Background: an optimization exercise with open tools, aiming at small area and a short achievable clock period. Do not read the settings as production practice. RTL that was checked went through simulation tests only; none was proved equivalent to the original. Power and IR drop assume default switching activity.

job 3314:
==> module chunk_fifo, before the edit <==
module chunk_fifo #(
   parameter int DEPTH = 8,
   parameter int DW    = 256
) (
   input  logic          clk,
   input  logic          reset,
   input  logic          bus_val,
   input  logic          bus_sop,
   input  logic          bus_eop,
   input  logic [5:0]    bus_vbc,
   input  logic [DW-1:0] bus_data,
   output logic          bus_ready,
   output logic          bus_o_val,
   output logic          bus_o_sop,
   output logic          bus_o_eop,
   output logic [5:0]    bus_o_vbc,
   output logic [DW-1:0] bus_o_data,
   input  logic          bus_o_ready,
   output logic          idle,
   output logic          err,
   output logic [15:0]   pkt_cnt
);
   localparam int MD = DEPTH - 1;           
   localparam int EW = DW + 8;
   localparam logic S_IDLE   = 1'b0;
   localparam logic S_IN_PKT = 1'b1;
   logic [MD-1:0][EW-1:0] mem_q;
   logic [EW-1:0]         head_q, head_d, wr_entry;
   logic [MD-1:0]         wr_oh_q, wr_oh_d;     
   logic [MD-1:0]         rd_oh_q, rd_oh_d;     
   logic [MD-1:0]         mem_we_q, mem_we_d;   
   logic [MD-1:0]         mcnt_q, mcnt_d;       
   logic                  valid_q, valid_d;     
   logic                  ready_q, ready_d;
   logic                  idle_q, idle_d;
   logic                  state_q, state_d;
   logic                  err_q, err_d;
   logic [15:0]           pkt_cnt_q, pkt_cnt_d;
   logic accept, good_vbc, bad_frame, push, pop, to_head, to_mem, refill;
   logic sel_hold, sel_bus;
   logic [MD-1:0] sel_mem;
   assign bus_ready  = ready_q;
   assign bus_o_val  = valid_q;
   assign bus_o_sop  = head_q[DW+7];
   assign bus_o_eop  = head_q[DW+6];
   assign bus_o_vbc  = head_q[DW+5:DW];
   assign bus_o_data = head_q[DW-1:0];
   assign idle       = idle_q;
   assign err        = err_q;
   assign pkt_cnt    = pkt_cnt_q;
   assign wr_entry = {bus_sop, bus_eop, bus_vbc, bus_data};
   always_comb begin
      accept    = bus_val & ready_q;
      good_vbc  = (bus_vbc == 6'd32) | (bus_eop & ~bus_vbc[5] & (bus_vbc[4:0] != 5'd0));
      bad_frame = (state_q == S_IDLE) ? ~bus_sop : bus_sop;
      push      = accept & good_vbc & ~bad_frame;
      pop       = valid_q & bus_o_ready;
      to_head   = push & (~valid_q | (bus_o_ready & ~mcnt_q[0]));
      to_mem    = push & ~to_head;
      refill    = pop & mcnt_q[0];
   end
   always_comb begin
      state_d = state_q;
      err_d   = 1'b0;
      if (accept) begin
         if (~good_vbc | bad_frame) begin
            state_d = S_IDLE;
            err_d   = 1'b1;
         end else begin
            state_d = bus_eop ? S_IDLE : S_IN_PKT;
         end
      end
   end
   always_comb begin
      wr_oh_d   = to_mem ? {wr_oh_q[MD-2:0], wr_oh_q[MD-1]} : wr_oh_q;
      rd_oh_d   = refill ? {rd_oh_q[MD-2:0], rd_oh_q[MD-1]} : rd_oh_q;
      mcnt_d    = mcnt_q;
      if (to_mem & ~refill) mcnt_d = {mcnt_q[MD-2:0], 1'b1};
      if (refill & ~to_mem) mcnt_d = {1'b0, mcnt_q[MD-1:1]};
      valid_d   = valid_q ? (~bus_o_ready | mcnt_q[0] | push) : push;
      ready_d   = ~(valid_d & mcnt_d[MD-1]);
      mem_we_d  = wr_oh_d & {MD{~mcnt_d[MD-1]}};
      idle_d    = ~valid_d & (state_d == S_IDLE);
      pkt_cnt_d = pkt_cnt_q;
      if (pop && head_q[DW+6] && (pkt_cnt_q != 16'hFFFF)) begin
         pkt_cnt_d = pkt_cnt_q + 16'd1;
      end
   end
   always_comb begin
      sel_hold = ~reset & valid_q & ~bus_o_ready;
      sel_mem  = {MD{~reset & refill}} & rd_oh_q;
      sel_bus  = ~reset & to_head;
      head_d   = {EW{sel_hold}} & head_q;
      for (int i = 0; i < MD; i++) begin
         head_d = head_d | ({EW{sel_mem[i]}} & mem_q[i]);
      end
      head_d = head_d | ({EW{sel_bus}} & wr_entry);
   end
   always_ff @(posedge clk) begin
      if (reset) begin
         wr_oh_q   <= MD'(1);
         rd_oh_q   <= MD'(1);
         mem_we_q  <= MD'(1);
         mcnt_q    <= '0;
         valid_q   <= 1'b0;
         ready_q   <= 1'b1;
         idle_q    <= 1'b1;
         state_q   <= S_IDLE;
         err_q     <= 1'b0;
         pkt_cnt_q <= '0;
      end else begin
         wr_oh_q   <= wr_oh_d;
         rd_oh_q   <= rd_oh_d;
         mem_we_q  <= mem_we_d;
         mcnt_q    <= mcnt_d;
         valid_q   <= valid_d;
         ready_q   <= ready_d;
         idle_q    <= idle_d;
         state_q   <= state_d;
         err_q     <= err_d;
         pkt_cnt_q <= pkt_cnt_d;
      end
   end
   always_ff @(posedge clk) begin
      head_q <= head_d;
   end
   always_ff @(posedge clk) begin
      for (int i = 0; i < MD; i++) begin
         if (mem_we_q[i]) mem_q[i] <= wr_entry;
      end
   end
endmodule
clock: 4.2 ns
lec_check: 0
cap_margin: 20
core_margin: 2
core_utilization: 40
slew_margin: 20
run.sh (not shown) runs the stock make flow with config.mk's settings and CLKGATE_MAP_FILE= SYNTH_SCRIPT=/design/flow/synth_recipe.tcl, a recipe that flattens the netlist after the stock synthesis.
### job 3314 -> job 3007
--- a/flow/design.v
+++ b/flow/design.v
@@ -21,6 +21,7 @@
    output logic [15:0]   pkt_cnt
 );
    localparam int MD = DEPTH - 1;           
+   localparam int CW = $clog2(MD + 1);
    localparam int EW = DW + 8;
    localparam logic S_IDLE   = 1'b0;
    localparam logic S_IN_PKT = 1'b1;
@@ -29,7 +30,8 @@
    logic [MD-1:0]         wr_oh_q, wr_oh_d;     
    logic [MD-1:0]         rd_oh_q, rd_oh_d;     
    logic [MD-1:0]         mem_we_q, mem_we_d;   
-   logic [MD-1:0]         mcnt_q, mcnt_d;       
+   logic [CW-1:0]         mcnt_q, mcnt_d;       
+   logic                  mem_ne_q, mem_ne_d;   
    logic                  valid_q, valid_d;     
    logic                  ready_q, ready_d;
    logic                  idle_q, idle_d;
@@ -55,9 +57,9 @@
       bad_frame = (state_q == S_IDLE) ? ~bus_sop : bus_sop;
       push      = accept & good_vbc & ~bad_frame;
       pop       = valid_q & bus_o_ready;
-      to_head   = push & (~valid_q | (bus_o_ready & ~mcnt_q[0]));
+      to_head   = push & (~valid_q | (bus_o_ready & ~mem_ne_q));
       to_mem    = push & ~to_head;
-      refill    = pop & mcnt_q[0];
+      refill    = pop & mem_ne_q;
    end
    always_comb begin
       state_d = state_q;
@@ -74,12 +76,11 @@
    always_comb begin
       wr_oh_d   = to_mem ? {wr_oh_q[MD-2:0], wr_oh_q[MD-1]} : wr_oh_q;
       rd_oh_d   = refill ? {rd_oh_q[MD-2:0], rd_oh_q[MD-1]} : rd_oh_q;
-      mcnt_d    = mcnt_q;
-      if (to_mem & ~refill) mcnt_d = {mcnt_q[MD-2:0], 1'b1};
-      if (refill & ~to_mem) mcnt_d = {1'b0, mcnt_q[MD-1:1]};
-      valid_d   = valid_q ? (~bus_o_ready | mcnt_q[0] | push) : push;
-      ready_d   = ~(valid_d & mcnt_d[MD-1]);
-      mem_we_d  = wr_oh_d & {MD{~mcnt_d[MD-1]}};
+      mcnt_d    = mcnt_q + CW'(to_mem) - CW'(refill);
+      mem_ne_d  = (mcnt_d != '0);
+      valid_d   = valid_q ? (~bus_o_ready | mem_ne_q | push) : push;
+      ready_d   = ~(valid_d & (mcnt_d == CW'(MD)));
+      mem_we_d  = wr_oh_d & {MD{mcnt_d != CW'(MD)}};
       idle_d    = ~valid_d & (state_d == S_IDLE);
       pkt_cnt_d = pkt_cnt_q;
       if (pop && head_q[DW+6] && (pkt_cnt_q != 16'hFFFF)) begin
@@ -102,6 +103,7 @@
          rd_oh_q   <= MD'(1);
          mem_we_q  <= MD'(1);
          mcnt_q    <= '0;
+         mem_ne_q  <= 1'b0;
          valid_q   <= 1'b0;
          ready_q   <= 1'b1;
          idle_q    <= 1'b1;
@@ -113,6 +115,7 @@
          rd_oh_q   <= rd_oh_d;
          mem_we_q  <= mem_we_d;
          mcnt_q    <= mcnt_d;
+         mem_ne_q  <= mem_ne_d;
          valid_q   <= valid_d;
          ready_q   <= ready_d;
          idle_q    <= idle_d;
- Job 3007: total power divided by cell area is about 2.7% lower than what job 3314 reported.
- Job 3007 vs job 3314: total power draw up in job 3007
- From job 3314 to job 3007 the numbers moved as follows: overflow left after global routing stayed essentially flat; fraction of synthesized area in multiplexers saw little to no change; proportion of cell area occupied by registers saw a decrease; met1 global-route usage shrank by 0.64 points.
Only the layout flow was run in job 3314; the RTL was not checked for function there.

---

Another version of the RTL of chunk_fifo (not shown whole).
Size in the first run: about 2200 flip-flops, about 550 I/O pins.
==> module chunk_fifo, before the edit <==
module chunk_fifo #(
   parameter int DEPTH = 8,
   parameter int DW    = 256
) (
   input  logic          clk,
   input  logic          reset,
   input  logic          bus_val,
   input  logic          bus_sop,
   input  logic          bus_eop,
   input  logic [5:0]    bus_vbc,
   input  logic [DW-1:0] bus_data,
   output logic          bus_ready,
   output logic          bus_o_val,
   output logic          bus_o_sop,
   output logic          bus_o_eop,
   output logic [5:0]    bus_o_vbc,
   output logic [DW-1:0] bus_o_data,
   input  logic          bus_o_ready,
   output logic          idle,
   output logic          err,
   output logic [15:0]   pkt_cnt
);
   localparam int MD = DEPTH - 1;           
   localparam int EW = DW + 8;
   localparam logic S_IDLE   = 1'b0;
   localparam logic S_IN_PKT = 1'b1;
   logic [MD-1:0][EW-2:0] mem_q;
   logic [MD-1:0][EW-1:0] mem_view;
   logic [EW-1:0]         head_q, head_d, wr_entry;
   logic [MD-1:0]         wr_oh_q, wr_oh_d;       
   logic [MD-1:0]         rd_oh_q, rd_oh_d;       
   logic [MD-1:0]         mem_we_q, mem_we_d;     
   logic [MD-1:0]         mcnt_q, mcnt_d;         
   logic                  valid_q, valid_d;       
   logic                  ready_q, ready_d;
   logic                  wr_idle_q, wr_idle_d;   
   logic                  wr_inpkt_q, wr_inpkt_d; 
   logic                  idle_q, idle_d;
   logic                  state_q, state_d;
   logic                  err_q, err_d;
   logic [15:0]           pkt_cnt_q, pkt_cnt_d;
   logic accept, good, push, push_n, pop, refill, to_mem;
   logic [MD-1:0] we_if_mem, we_if_not;     
   logic [MD-1:0] cnt_if_mem, cnt_if_not;
   logic          rdy_if_mem, rdy_if_not;
   assign bus_ready  = ready_q;
   assign bus_o_val  = valid_q;
   assign bus_o_sop  = head_q[DW+7];
   assign bus_o_eop  = head_q[DW+6];
   assign bus_o_vbc  = head_q[DW+5:DW];
   assign bus_o_data = head_q[DW-1:0];
   assign idle       = idle_q;
   assign err        = err_q;
   assign pkt_cnt    = pkt_cnt_q;
   assign wr_entry = {bus_sop, bus_eop, bus_vbc, bus_data};
   chunk_fifo_wr_check u_check (
      .bus_val    (bus_val),
      .bus_sop    (bus_sop),
      .bus_eop    (bus_eop),
      .bus_vbc    (bus_vbc),
      .wr_idle_q  (wr_idle_q),
      .wr_inpkt_q (wr_inpkt_q),
      .good       (good),
      .push_n     (push_n)
   );
   assign push = ~push_n;
   always_comb begin
      accept = bus_val & ready_q;
      pop    = valid_q & bus_o_ready;
      refill = bus_o_ready & mcnt_q[0];
      to_mem = push & valid_q & (~bus_o_ready | mcnt_q[0]);
   end
   always_comb begin
      state_d = state_q;
      err_d   = 1'b0;
      if (accept) begin
         if (~good) begin
            state_d = S_IDLE;
            err_d   = 1'b1;
         end else begin
            state_d = bus_eop ? S_IDLE : S_IN_PKT;
         end
      end
   end
   always_comb begin
      cnt_if_mem = refill ? mcnt_q : {mcnt_q[MD-2:0], 1'b1};
      cnt_if_not = refill ? {1'b0, mcnt_q[MD-1:1]} : mcnt_q;
      we_if_mem  = {wr_oh_q[MD-2:0], wr_oh_q[MD-1]} & {MD{~cnt_if_mem[MD-1]}};
      we_if_not  = wr_oh_q & {MD{~cnt_if_not[MD-1]}};
      rdy_if_mem = ~cnt_if_mem[MD-1];
      rdy_if_not = ~(valid_q & cnt_if_not[MD-1]);
      wr_oh_d    = to_mem ? {wr_oh_q[MD-2:0], wr_oh_q[MD-1]} : wr_oh_q;
      rd_oh_d    = refill ? {rd_oh_q[MD-2:0], rd_oh_q[MD-1]} : rd_oh_q;
      mcnt_d     = to_mem ? cnt_if_mem : cnt_if_not;
      mem_we_d   = to_mem ? we_if_mem : we_if_not;
      ready_d    = to_mem ? rdy_if_mem : rdy_if_not;
      valid_d    = valid_q ? (~bus_o_ready | mcnt_q[0] | push) : push;
      idle_d     = ~valid_d & (state_d == S_IDLE);
      wr_idle_d  = ready_d & (state_d == S_IDLE);
      wr_inpkt_d = ready_d & (state_d == S_IN_PKT);
      pkt_cnt_d  = pkt_cnt_q;
      if (pop && head_q[DW+6] && (pkt_cnt_q != 16'hFFFF)) begin
         pkt_cnt_d = pkt_cnt_q + 16'd1;
      end
   end
   localparam int NS = 6;
   localparam int SW = (EW + NS - 1) / NS;
   for (genvar s = 0; s < NS; s++) begin : g_head
      localparam int LO = s * SW;
      localparam int W  = (LO + SW <= EW) ? SW : EW - LO;
      logic [MD*W-1:0] mem_s;
      for (genvar i = 0; i < MD; i++) begin : g_m
         assign mem_s[i*W +: W] = mem_view[i][LO +: W];
      end
      chunk_fifo_head_slice #(.W(W), .MD(MD)) u_slice (
         .reset       (reset),
         .push_n      (push_n),
         .bus_o_ready (bus_o_ready),
         .valid_q     (valid_q),
         .mem_ne_q    (mcnt_q[0]),
         .rd_oh_q     (rd_oh_q),
         .head_q      (head_q[LO +: W]),
         .mem_q       (mem_s),
         .wr_data     (wr_entry[LO +: W]),
         .head_d      (head_d[LO +: W])
      );
   end
   always_ff @(posedge clk) begin
      if (reset) begin
         wr_oh_q    <= MD'(1);
         rd_oh_q    <= MD'(1);
         mem_we_q   <= MD'(1);
         mcnt_q     <= '0;
         valid_q    <= 1'b0;
         ready_q    <= 1'b1;
         wr_idle_q  <= 1'b1;
         wr_inpkt_q <= 1'b0;
         idle_q     <= 1'b1;
         state_q    <= S_IDLE;
         err_q      <= 1'b0;
         pkt_cnt_q  <= '0;
      end else begin
         wr_oh_q    <= wr_oh_d;
         rd_oh_q    <= rd_oh_d;
         mem_we_q   <= mem_we_d;
         mcnt_q     <= mcnt_d;
         valid_q    <= valid_d;
         ready_q    <= ready_d;
         wr_idle_q  <= wr_idle_d;
         wr_inpkt_q <= wr_inpkt_d;
         idle_q     <= idle_d;
         state_q    <= state_d;
         err_q      <= err_d;
         pkt_cnt_q  <= pkt_cnt_d;
      end
   end
   always_ff @(posedge clk) begin
      head_q <= head_d;
   end
   always_ff @(posedge clk) begin
      for (int i = 0; i < MD; i++) begin
         if (mem_we_q[i]) mem_q[i] <= {wr_entry[EW-1:DW+6], wr_entry[DW+4:0]};
      end
   end
   for (genvar i = 0; i < MD; i++) begin : g_view
      assign mem_view[i] = {mem_q[i][EW-2:DW+5], (mem_q[i][DW+4:DW] == 5'd0), mem_q[i][DW+4:0]};
   end
endmodule
export LEC_CHECK = 0
export CAP_MARGIN = 20
export CORE_MARGIN = 2
export CORE_UTILIZATION = 65
export CTS_CLUSTER_DIAMETER = 150
export CTS_CLUSTER_SIZE = 30
export PLACE_DENSITY = 0.72
export SETUP_SLACK_MARGIN = 2.0
export SLEW_MARGIN = 20
export SYNTH_HIERARCHICAL = 1
export SYNTH_MINIMUM_KEEP_SIZE = 0
create_clock -name core_clock -period 4.2 [get_ports {clk}]
standard.sh (not shown) runs the stock make flow with config.mk's settings and CLKGATE_MAP_FILE= SYNTH_SCRIPT=/design/flow/synth_recipe.tcl, a recipe that flattens the netlist after the stock synthesis.
==> flow/flow/run.sh <==
#!/bin/bash
# Standard ORFS layout (the standard.sh, unchanged synthesis), except that the port
# buffers are sky130_fd_sc_hd__buf_1 instead of the delay-cell buffer buffer_ports picks
# by default. Every make/OpenROAD/Yosys log stays under orfs/logs; make's own output goes
# to flow_make.log in this folder.
set -euo pipefail
bash standard.sh "BUFFER_PORTS_ARGS=-buffer_cell sky130_fd_sc_hd__buf_1" finish > flow_make.log 2>&1
The baseline went through all stages and came out clean.
Then changed:
--- a/flow/design.v
+++ b/flow/design.v
@@ -101,11 +101,11 @@
       pkt_cnt_d  = pkt_cnt_q;
       if (pop && head_q[DW+6] && (pkt_cnt_q != 16'hFFFF)) begin
          pkt_cnt_d = pkt_cnt_q + 16'd1;
       end
    end
-   localparam int NS = 6;
+   localparam int NS = 8;
    localparam int SW = (EW + NS - 1) / NS;
    for (genvar s = 0; s < NS; s++) begin : g_head
       localparam int LO = s * SW;
       localparam int W  = (LO + SW <= EW) ? SW : EW - LO;
       logic [MD*W-1:0] mem_s;
Effect: The new run completed with no timing, DRC or antenna violations. Die area is about the same. Core utilization is lower by 0.22 points. Sequential power stays flat. First-iteration DRC count grows by 2.6%. Power stays flat. Final cell count barely changes. Setup slack improved by 0.030 ns. Routed wire length is higher by 0.37%. Cell area hardly moves. Non-clock buffer count stays the same. Clock skew fell by 0.014 ns.
For the first run of this note, only the layout was checked, not whether the RTL still works.

-- static timing again, ports no longer ideal --
Ports are ideal in the flow. The routed layouts listed here were re-timed in OpenROAD.
Step 1 assumes that a clkbuf_16 drives the clock port and a buf_2 every other input.
Step 2 adds t to the input delays and takes it off the output delays; t is the mean of the earliest and latest rising clock arrival at the registers after step 1. Input paths then give back, and output paths get back, about the clock's delay inside the block.
Three values: no drivers, after step 1, after step 2; two values: the first two.
run | t, ns | setup WS [ns] | worst register clock-pin slew, ns
job 3314 | 0.922 | 0.879 / 0.937 / 0.014 | 0.07 / 0.07
job 3007 | 0.924 | 0.925 / 0.982 / 0.058 | 0.06 / 0.06
the first run of note 2 | 0.778 | 1.984 / 1.908 / 1.196 | 0.12 / 0.12
the second run of note 2 | 0.772 | 2.014 / 1.941 / 1.329 | 0.12 / 0.12
After both steps setup and hold are still met in every run listed. The setup slack of job 3007, which loses most, moves by +0.057 ns with the drivers and by -0.867 ns with both steps.
